What follows belongs to an exercise in optimizing a design on an open flow for small area and a short achievable clock period; a production flow would make more cautious choices.
Where RTL was checked, it was by simulation tests only, not by an equivalence proof against the original.

==> wip/amber <==
==> flow/design.v <==
package mem_pkg;
    localparam int WORD_W = 32;
    localparam int BE_W   = 4;
    localparam int MAX_AW = 64;
    function automatic logic addr_ok(
        input logic [MAX_AW-1:0] addr,
        input int unsigned       depth
    );
        logic [MAX_AW-1:0] idx;
        idx = addr >> 2;
        addr_ok = (addr[1:0] == 2'b00) && (idx < MAX_AW'(depth));
    endfunction
endpackage
module mem_array #(
    parameter int DEPTH = 64,
    parameter int IW    = 6
) (
    input  logic                       clk_i,
    input  logic [IW-1:0]              addr_i,
    input  logic                       re_i,
    input  logic                       we_i,
    input  logic [mem_pkg::BE_W-1:0]   be_i,
    input  logic [mem_pkg::WORD_W-1:0] wdata_i,
    output logic [mem_pkg::WORD_W-1:0] rdata_o
);
    logic [DEPTH-1:0][mem_pkg::WORD_W-1:0] mem;
    for (genvar w = 0; w < DEPTH; w++) begin : g_word
        for (genvar b = 0; b < mem_pkg::BE_W; b++) begin : g_byte
            always_ff @(posedge clk_i) begin
                if (we_i && be_i[b] && (addr_i == IW'(w))) begin
                    mem[w][8*b +: 8] <= wdata_i[8*b +: 8];
                end
            end
        end
    end
    logic [DEPTH-1:0] sel;
    always_comb begin
        for (int w = 0; w < DEPTH; w++) sel[w] = re_i && (addr_i == IW'(w));
        rdata_o = '0;
        for (int w = 0; w < DEPTH; w++) rdata_o |= mem[w] & {mem_pkg::WORD_W{sel[w]}};
    end
endmodule
module mem_responder #(
    parameter int DEPTH_WORDS = 64,
    parameter int WAIT_STATES = 2,
    parameter int ADDR_W      = 32
) (
    input  logic              clk,
    input  logic              reset,
    input  logic              req,
    input  logic              we,
    input  logic [ADDR_W-1:0] addr,
    input  logic [mem_pkg::WORD_W-1:0] wdata,
    input  logic [mem_pkg::BE_W-1:0]   be,
    output logic [mem_pkg::WORD_W-1:0] rdata,
    output logic              ready,
    output logic              err,
    output logic              busy
);
    localparam int IW = $clog2(DEPTH_WORDS);
    logic [mem_pkg::BE_W-1:0] be_w;
    assign be_w = be;
    logic                       busy_q, ready_q, err_q;
    logic [WAIT_STATES:1]       stage_q;     
    logic                       bad_q;       
    logic [mem_pkg::WORD_W-1:0] rdata_q;
    logic [mem_pkg::WORD_W-1:0] ram_rdata;
    logic                       acc, ok;
    assign acc = req && !busy_q;
    assign ok  = mem_pkg::addr_ok(mem_pkg::MAX_AW'(addr), DEPTH_WORDS);
    always_ff @(posedge clk or negedge reset) begin
        if (!reset) begin
            busy_q  <= 1'b0;
            stage_q <= '0;
            ready_q <= 1'b0;
            err_q   <= 1'b0;
        end else begin
            busy_q  <= acc || (|stage_q);
            stage_q <= {stage_q[WAIT_STATES-1:1], acc};
            ready_q <= stage_q[WAIT_STATES];
            err_q   <= stage_q[WAIT_STATES] && bad_q;
        end
    end
    always_ff @(posedge clk) begin
        if (!busy_q) begin
            bad_q   <= !ok;
            rdata_q <= ram_rdata;
        end
    end
    mem_array #(
        .DEPTH (DEPTH_WORDS),
        .IW    (IW)
    ) u_array (
        .clk_i   (clk),
        .addr_i  (addr[IW+1:2]),
        .re_i    (ok),
        .we_i    (reset && acc && we && ok),
        .be_i    (be_w),
        .wdata_i (wdata),
        .rdata_o (ram_rdata)
    );
    assign rdata = rdata_q;
    assign ready = ready_q;
    assign err   = err_q;
    assign busy  = busy_q;
endmodule
==> flow/run.sh <==
#!/bin/bash
# synth_recipe.tcl (not shown) runs the flow's synth.tcl, then flattens the netlist and writes it again
# the make line also repeats each setting of config.mk as NAME=value (left out here)
make -C /OpenROAD-flow-scripts/flow DESIGN_CONFIG=/design/flow/config.mk WORK_HOME=/design/flow/orfs CLKGATE_MAP_FILE= SYNTH_SCRIPT=/design/flow/synth_recipe.tcl finish
==> flow/config.mk <==
export PLATFORM = sky130hd
export DESIGN_NAME = mem_responder
export DESIGN_NICKNAME = mem_responder
export VERILOG_FILES = /design/flow/design.v
export SDC_FILE = /design/flow/constraint.sdc
export NUM_CORES = 4
export LEC_CHECK = 0
export CAP_MARGIN = 20
export CORE_MARGIN = 2
export CORE_UTILIZATION = 55
export SETUP_SLACK_MARGIN = 2.5
export SLEW_MARGIN = 20
==> flow/constraint.sdc <==
create_clock -name core_clock -period 5.0 [get_ports {clk}]
set_input_delay 1.0000 -clock core_clock [delete_from_list [all_inputs] [get_ports {clk}]]
set_output_delay 1.0000 -clock core_clock [all_outputs]
set_load 0.01 [all_outputs]
==> wip/ember (differences from wip/amber) <==
==> flow/design.v, changed modules only <==
module mem_array #(
    parameter int DEPTH = 64,
    parameter int IW    = 6
) (
    input  logic                       clk_i,
    input  logic [DEPTH-1:0]           wsel_i,
    input  logic [mem_pkg::BE_W-1:0]   wbe_i,
    input  logic [DEPTH-1:0]           rsel_i,
    input  logic [mem_pkg::WORD_W-1:0] wdata_i,
    output logic [mem_pkg::WORD_W-1:0] rdata_o
);
    logic [DEPTH-1:0][mem_pkg::WORD_W-1:0] mem;
    for (genvar w = 0; w < DEPTH; w++) begin : g_word
        for (genvar b = 0; b < mem_pkg::BE_W; b++) begin : g_byte
            always_ff @(posedge clk_i) begin
                if (wbe_i[b] && wsel_i[w]) begin
                    mem[w][8*b +: 8] <= wdata_i[8*b +: 8];
                end
            end
        end
    end
    for (genvar i = 0; i < mem_pkg::WORD_W; i++) begin : g_col
        logic [DEPTH-1:0] col;
        for (genvar w = 0; w < DEPTH; w++) begin : g_bit
            assign col[w] = mem[w][i];
        end
        mem_rd_col u_col (
            .sel_i (rsel_i),
            .d_i   (col),
            .q_o   (rdata_o[i])
        );
    end
endmodule
module mem_rd_col (
    input  logic [63:0] sel_i,
    input  logic [63:0] d_i,
    output logic        q_o
);
    logic [21:0] t_n;    
    logic [5:0]  g;      
    logic [1:0]  h_n;
    for (genvar k = 0; k < 21; k++) begin : g_aoi
        mem_aoi222 u_aoi (
            .a0 (sel_i[3*k]),   .b0 (d_i[3*k]),
            .a1 (sel_i[3*k+1]), .b1 (d_i[3*k+1]),
            .a2 (sel_i[3*k+2]), .b2 (d_i[3*k+2]),
            .y  (t_n[k])
        );
    end
    mem_nand2 u_last (.a(sel_i[63]), .b(d_i[63]), .y(t_n[21]));
    for (genvar k = 0; k < 5; k++) begin : g_nd
        mem_nand4 u_nd (.a(t_n[4*k]), .b(t_n[4*k+1]), .c(t_n[4*k+2]), .d(t_n[4*k+3]), .y(g[k]));
    end
    mem_nand2 u_nd5 (.a(t_n[20]), .b(t_n[21]), .y(g[5]));
    mem_nor3 u_nr0 (.a(g[0]), .b(g[1]), .c(g[2]), .y(h_n[0]));
    mem_nor3 u_nr1 (.a(g[3]), .b(g[4]), .c(g[5]), .y(h_n[1]));
    mem_nand2 u_out (.a(h_n[0]), .b(h_n[1]), .y(q_o));
endmodule
module mem_aoi222 (
    input  logic a0, b0, a1, b1, a2, b2,
    output logic y
);
    assign y = !((a0 && b0) || (a1 && b1) || (a2 && b2));
endmodule
module mem_nand4 (
    input  logic a, b, c, d,
    output logic y
);
    assign y = !(a && b && c && d);
endmodule
module mem_nand2 (
    input  logic a, b,
    output logic y
);
    assign y = !(a && b);
endmodule
module mem_nor3 (
    input  logic a, b, c,
    output logic y
);
    assign y = !(a || b || c);
endmodule
module mem_responder #(
    parameter int DEPTH_WORDS = 64,
    parameter int WAIT_STATES = 2,
    parameter int ADDR_W      = 32
) (
    input  logic              clk,
    input  logic              reset,
    input  logic              req,
    input  logic              we,
    input  logic [ADDR_W-1:0] addr,
    input  logic [mem_pkg::WORD_W-1:0] wdata,
    input  logic [mem_pkg::BE_W-1:0]   be,
    output logic [mem_pkg::WORD_W-1:0] rdata,
    output logic              ready,
    output logic              err,
    output logic              busy
);
    localparam int IW = $clog2(DEPTH_WORDS);
    logic [mem_pkg::BE_W-1:0] be_w;
    assign be_w = be;
    logic                       busy_q, ready_q, err_q;
    logic [WAIT_STATES:1]       stage_q;     
    logic [7:0]                 hi_q, lo_q;  
    logic                       ok_q;
    logic [DEPTH_WORDS-1:0]     row;         
    logic [DEPTH_WORDS-1:0]     rsel_q;      
    logic [mem_pkg::BE_W-1:0]   wbe_q;       
    logic [mem_pkg::WORD_W-1:0] wdata_q;
    logic [mem_pkg::WORD_W-1:0] rdata_q;
    logic [mem_pkg::WORD_W-1:0] ram_rdata;
    logic                       acc, ok;
    assign acc = req && !busy_q;
    assign ok  = mem_pkg::addr_ok(mem_pkg::MAX_AW'(addr), DEPTH_WORDS);
    always_ff @(posedge clk or negedge reset) begin
        if (!reset) begin
            busy_q  <= 1'b0;
            stage_q <= '0;
            ready_q <= 1'b0;
            err_q   <= 1'b0;
        end else begin
            busy_q  <= acc || (|stage_q);
            stage_q <= {stage_q[WAIT_STATES-1:1], acc};
            ready_q <= stage_q[WAIT_STATES];
            err_q   <= stage_q[WAIT_STATES] && !ok_q;
        end
    end
    always_ff @(posedge clk) begin
        if (!busy_q) begin
            hi_q  <= 8'(1) << addr[7:5];
            lo_q  <= 8'(1) << addr[4:2];
            ok_q  <= ok;
        end
    end
    always_comb begin
        for (int w = 0; w < DEPTH_WORDS; w++) row[w] = hi_q[w/8] && lo_q[w%8];
    end
    always_ff @(posedge clk or negedge reset) begin
        if (!reset) begin
            wbe_q <= '0;
        end else begin
            wbe_q <= (acc && we && ok) ? be_w : '0;
        end
    end
    always_ff @(posedge clk) begin
        wdata_q <= wdata;
    end
    always_ff @(posedge clk) begin
        rsel_q  <= ok_q ? row : '0;
        rdata_q <= ram_rdata;
    end
    mem_array #(
        .DEPTH (DEPTH_WORDS),
        .IW    (IW)
    ) u_array (
        .clk_i   (clk),
        .wsel_i  (row),
        .wbe_i   (wbe_q),
        .wdata_i (wdata_q),
        .rsel_i  (rsel_q),
        .rdata_o (ram_rdata)
    );
    assign rdata = rdata_q;
    assign ready = ready_q;
    assign err   = err_q;
    assign busy  = busy_q;
endmodule
Settings changed: CTS_BUF_LIST set to sky130_fd_sc_hd__clkbuf_16, CTS_CLUSTER_DIAMETER set to 100, CTS_CLUSTER_SIZE set to 20, SETUP_SLACK_MARGIN 2.5 to 2.6, SYNTH_HIERARCHICAL set to 1, SYNTH_MINIMUM_KEEP_SIZE set to 0.
==> wip/indigo (differences from wip/amber) <==
==> flow/design.v, changed modules only <==
module mem_array #(
    parameter int DEPTH = 64,
    parameter int IW    = 6
) (
    input  logic                       clk_i,
    input  logic [IW-1:0]              waddr_i,
    input  logic [7:0]                 rhi_i,
    input  logic [7:0]                 rlo_i,
    input  logic                       re_i,
    input  logic                       we_i,
    input  logic [mem_pkg::BE_W-1:0]   be_i,
    input  logic [mem_pkg::WORD_W-1:0] wdata_i,
    output logic [mem_pkg::WORD_W-1:0] rdata_o
);
    logic [DEPTH-1:0][mem_pkg::WORD_W-1:0] mem;
    for (genvar w = 0; w < DEPTH; w++) begin : g_word
        for (genvar b = 0; b < mem_pkg::BE_W; b++) begin : g_byte
            always_ff @(posedge clk_i) begin
                if (we_i && be_i[b] && (waddr_i == IW'(w))) begin
                    mem[w][8*b +: 8] <= wdata_i[8*b +: 8];
                end
            end
        end
    end
    logic [DEPTH-1:0] sel;
    always_comb begin
        for (int w = 0; w < DEPTH; w++) sel[w] = re_i && rhi_i[w/8] && rlo_i[w%8];
    end
    for (genvar i = 0; i < mem_pkg::WORD_W; i++) begin : g_col
        logic [DEPTH-1:0] col;
        for (genvar w = 0; w < DEPTH; w++) begin : g_bit
            assign col[w] = mem[w][i];
        end
        mem_rd_col u_col (
            .sel_i (sel),
            .d_i   (col),
            .q_o   (rdata_o[i])
        );
    end
endmodule
module mem_rd_col (
    input  logic [63:0] sel_i,
    input  logic [63:0] d_i,
    output logic        q_o
);
    logic [21:0] t_n;    
    logic [5:0]  g;      
    logic [1:0]  h_n;
    for (genvar k = 0; k < 21; k++) begin : g_aoi
        mem_aoi222 u_aoi (
            .a0 (sel_i[3*k]),   .b0 (d_i[3*k]),
            .a1 (sel_i[3*k+1]), .b1 (d_i[3*k+1]),
            .a2 (sel_i[3*k+2]), .b2 (d_i[3*k+2]),
            .y  (t_n[k])
        );
    end
    mem_nand2 u_last (.a(sel_i[63]), .b(d_i[63]), .y(t_n[21]));
    for (genvar k = 0; k < 5; k++) begin : g_nd
        mem_nand4 u_nd (.a(t_n[4*k]), .b(t_n[4*k+1]), .c(t_n[4*k+2]), .d(t_n[4*k+3]), .y(g[k]));
    end
    mem_nand2 u_nd5 (.a(t_n[20]), .b(t_n[21]), .y(g[5]));
    mem_nor3 u_nr0 (.a(g[0]), .b(g[1]), .c(g[2]), .y(h_n[0]));
    mem_nor3 u_nr1 (.a(g[3]), .b(g[4]), .c(g[5]), .y(h_n[1]));
    mem_nand2 u_out (.a(h_n[0]), .b(h_n[1]), .y(q_o));
endmodule
module mem_aoi222 (
    input  logic a0, b0, a1, b1, a2, b2,
    output logic y
);
    assign y = !((a0 && b0) || (a1 && b1) || (a2 && b2));
endmodule
module mem_nand4 (
    input  logic a, b, c, d,
    output logic y
);
    assign y = !(a && b && c && d);
endmodule
module mem_nand2 (
    input  logic a, b,
    output logic y
);
    assign y = !(a && b);
endmodule
module mem_nor3 (
    input  logic a, b, c,
    output logic y
);
    assign y = !(a || b || c);
endmodule
module mem_responder #(
    parameter int DEPTH_WORDS = 64,
    parameter int WAIT_STATES = 2,
    parameter int ADDR_W      = 32
) (
    input  logic              clk,
    input  logic              reset,
    input  logic              req,
    input  logic              we,
    input  logic [ADDR_W-1:0] addr,
    input  logic [mem_pkg::WORD_W-1:0] wdata,
    input  logic [mem_pkg::BE_W-1:0]   be,
    output logic [mem_pkg::WORD_W-1:0] rdata,
    output logic              ready,
    output logic              err,
    output logic              busy
);
    localparam int IW = $clog2(DEPTH_WORDS);
    logic [mem_pkg::BE_W-1:0] be_w;
    assign be_w = be;
    logic                       busy_q, ready_q, err_q;
    logic [WAIT_STATES:1]       stage_q;     
    logic [7:0]                 hi_q, lo_q;  
    logic                       ok_q;
    logic [mem_pkg::WORD_W-1:0] rdata_q;
    logic [mem_pkg::WORD_W-1:0] ram_rdata;
    logic                       acc, ok;
    assign acc = req && !busy_q;
    assign ok  = mem_pkg::addr_ok(mem_pkg::MAX_AW'(addr), DEPTH_WORDS);
    always_ff @(posedge clk or negedge reset) begin
        if (!reset) begin
            busy_q  <= 1'b0;
            stage_q <= '0;
            ready_q <= 1'b0;
            err_q   <= 1'b0;
        end else begin
            busy_q  <= acc || (|stage_q);
            stage_q <= {stage_q[WAIT_STATES-1:1], acc};
            ready_q <= stage_q[WAIT_STATES];
            err_q   <= stage_q[WAIT_STATES] && !ok_q;
        end
    end
    always_ff @(posedge clk) begin
        if (!busy_q) begin
            hi_q  <= 8'(1) << addr[7:5];
            lo_q  <= 8'(1) << addr[4:2];
            ok_q  <= ok;
        end
    end
    always_ff @(posedge clk) begin
        rdata_q <= ram_rdata;
    end
    mem_array #(
        .DEPTH (DEPTH_WORDS),
        .IW    (IW)
    ) u_array (
        .clk_i   (clk),
        .waddr_i (addr[IW+1:2]),
        .rhi_i   (hi_q),
        .rlo_i   (lo_q),
        .re_i    (ok_q),
        .we_i    (reset && acc && we && ok),
        .be_i    (be_w),
        .wdata_i (wdata),
        .rdata_o (ram_rdata)
    );
    assign rdata = rdata_q;
    assign ready = ready_q;
    assign err   = err_q;
    assign busy  = busy_q;
endmodule
Settings changed: CTS_BUF_LIST set to sky130_fd_sc_hd__clkbuf_16, CTS_CLUSTER_DIAMETER set to 100, CTS_CLUSTER_SIZE set to 25, SETUP_SLACK_MARGIN 2.5 to 2.6, SYNTH_HIERARCHICAL set to 1, SYNTH_MINIMUM_KEEP_SIZE set to 0.
==> wip/lagoon (differences from wip/amber) <==
==> flow/design.v, changed modules only <==
module mem_array #(
    parameter int DEPTH = 64,
    parameter int IW    = 6
) (
    input  logic                       clk_i,
    input  logic [IW-1:0]              waddr_i,
    input  logic [7:0]                 rhi_i,
    input  logic [7:0]                 rlo_i,
    input  logic                       re_i,
    input  logic                       we_i,
    input  logic [mem_pkg::BE_W-1:0]   be_i,
    input  logic [mem_pkg::WORD_W-1:0] wdata_i,
    output logic [mem_pkg::WORD_W-1:0] rdata_o
);
    logic [DEPTH-1:0][mem_pkg::WORD_W-1:0] mem;
    for (genvar w = 0; w < DEPTH; w++) begin : g_word
        for (genvar b = 0; b < mem_pkg::BE_W; b++) begin : g_byte
            always_ff @(posedge clk_i) begin
                if (we_i && be_i[b] && (waddr_i == IW'(w))) begin
                    mem[w][8*b +: 8] <= wdata_i[8*b +: 8];
                end
            end
        end
    end
    logic [DEPTH-1:0] sel;
    always_comb begin
        for (int w = 0; w < DEPTH; w++) sel[w] = re_i && rhi_i[w/8] && rlo_i[w%8];
        rdata_o = '0;
        for (int w = 0; w < DEPTH; w++) rdata_o |= mem[w] & {mem_pkg::WORD_W{sel[w]}};
    end
endmodule
module mem_responder #(
    parameter int DEPTH_WORDS = 64,
    parameter int WAIT_STATES = 2,
    parameter int ADDR_W      = 32
) (
    input  logic              clk,
    input  logic              reset,
    input  logic              req,
    input  logic              we,
    input  logic [ADDR_W-1:0] addr,
    input  logic [mem_pkg::WORD_W-1:0] wdata,
    input  logic [mem_pkg::BE_W-1:0]   be,
    output logic [mem_pkg::WORD_W-1:0] rdata,
    output logic              ready,
    output logic              err,
    output logic              busy
);
    localparam int IW = $clog2(DEPTH_WORDS);
    logic [mem_pkg::BE_W-1:0] be_w;
    assign be_w = be;
    logic                       busy_q, ready_q, err_q;
    logic [WAIT_STATES:1]       stage_q;     
    logic [7:0]                 hi_q, lo_q;  
    logic                       ok_q;
    logic [mem_pkg::WORD_W-1:0] rdata_q;
    logic [mem_pkg::WORD_W-1:0] ram_rdata;
    logic                       acc, ok;
    assign acc = req && !busy_q;
    assign ok  = mem_pkg::addr_ok(mem_pkg::MAX_AW'(addr), DEPTH_WORDS);
    always_ff @(posedge clk or negedge reset) begin
        if (!reset) begin
            busy_q  <= 1'b0;
            stage_q <= '0;
            ready_q <= 1'b0;
            err_q   <= 1'b0;
        end else begin
            busy_q  <= acc || (|stage_q);
            stage_q <= {stage_q[WAIT_STATES-1:1], acc};
            ready_q <= stage_q[WAIT_STATES];
            err_q   <= stage_q[WAIT_STATES] && !ok_q;
        end
    end
    always_ff @(posedge clk) begin
        if (!busy_q) begin
            hi_q  <= 8'(1) << addr[7:5];
            lo_q  <= 8'(1) << addr[4:2];
            ok_q  <= ok;
        end
    end
    always_ff @(posedge clk) begin
        rdata_q <= ram_rdata;
    end
    mem_array #(
        .DEPTH (DEPTH_WORDS),
        .IW    (IW)
    ) u_array (
        .clk_i   (clk),
        .waddr_i (addr[IW+1:2]),
        .rhi_i   (hi_q),
        .rlo_i   (lo_q),
        .re_i    (ok_q),
        .we_i    (reset && acc && we && ok),
        .be_i    (be_w),
        .wdata_i (wdata),
        .rdata_o (ram_rdata)
    );
    assign rdata = rdata_q;
    assign ready = ready_q;
    assign err   = err_q;
    assign busy  = busy_q;
endmodule
Settings changed: CTS_BUF_LIST set to sky130_fd_sc_hd__clkbuf_16, CTS_CLUSTER_DIAMETER set to 100, CTS_CLUSTER_SIZE set to 25, SETUP_SLACK_MARGIN 2.5 to 2.6.
==> comparison <==
- wip/lagoon passed the timing, design-rule and antenna checks. wip/indigo completed with no timing, DRC or antenna violations. wip/amber ran to the end with no violations. wip/ember passed the timing, design-rule and antenna checks.
- Maximum frequency: wip/amber is larger than wip/lagoon (4.7%).
- In wip/indigo the synthesized cell count is lower than in wip/amber, by about 18%.
- Between wip/indigo and wip/ember, the lower register-to-register slack is in wip/indigo (gap 340 ps).
- Sequential cell count: wip/amber is lower than wip/ember (116).
- Utilization: wip/amber > wip/lagoon > wip/indigo > wip/ember.
For wip/amber, wip/indigo and wip/lagoon, only the layout was checked, not whether the RTL still works.

what the ideal ports hide:
In the flow no input, the clock included, has a driving cell. The finished layouts below were timed again as built, in two steps. Step 1: set_driving_cell puts a clkbuf_16 on clk and a buf_2 on each other input, an assumption about the parent block. Step 2 adds t to the input delays and takes it off the output delays; t is the mean of the earliest and latest rising clock arrival at the registers after step 1. Input paths then give back, and output paths get back, about the clock's delay inside the block. Three values: ideal ports, drivers, drivers and shift; two values: the first two.
| run | t (ns) | setup WS [ns] | worst setup path after step 2 | worst register clock-pin slew, ns | cell pins on the clock port's net |
|---|---|---|---|---|---|
| wip/amber | 0.911 | 2.271 / 2.109 / 1.197 | input to register | 0.07 / 0.07 | 1 |
| wip/ember | 0.844 | 2.504 / 2.504 / 2.504 | register to register | 0.09 / 0.09 | 1 |
| wip/indigo | 0.813 | 2.166 / 2.166 / 1.539 | input to register | 0.10 / 0.10 | 1 |
| wip/lagoon | 0.836 | 2.142 / 2.142 / 1.514 | input to register | 0.12 / 0.12 | 1 |
After both steps setup and hold are still met in every run listed. The setup slack of wip/amber, which loses most, moves by -0.162 ns with the drivers and by -1.074 ns with both steps.
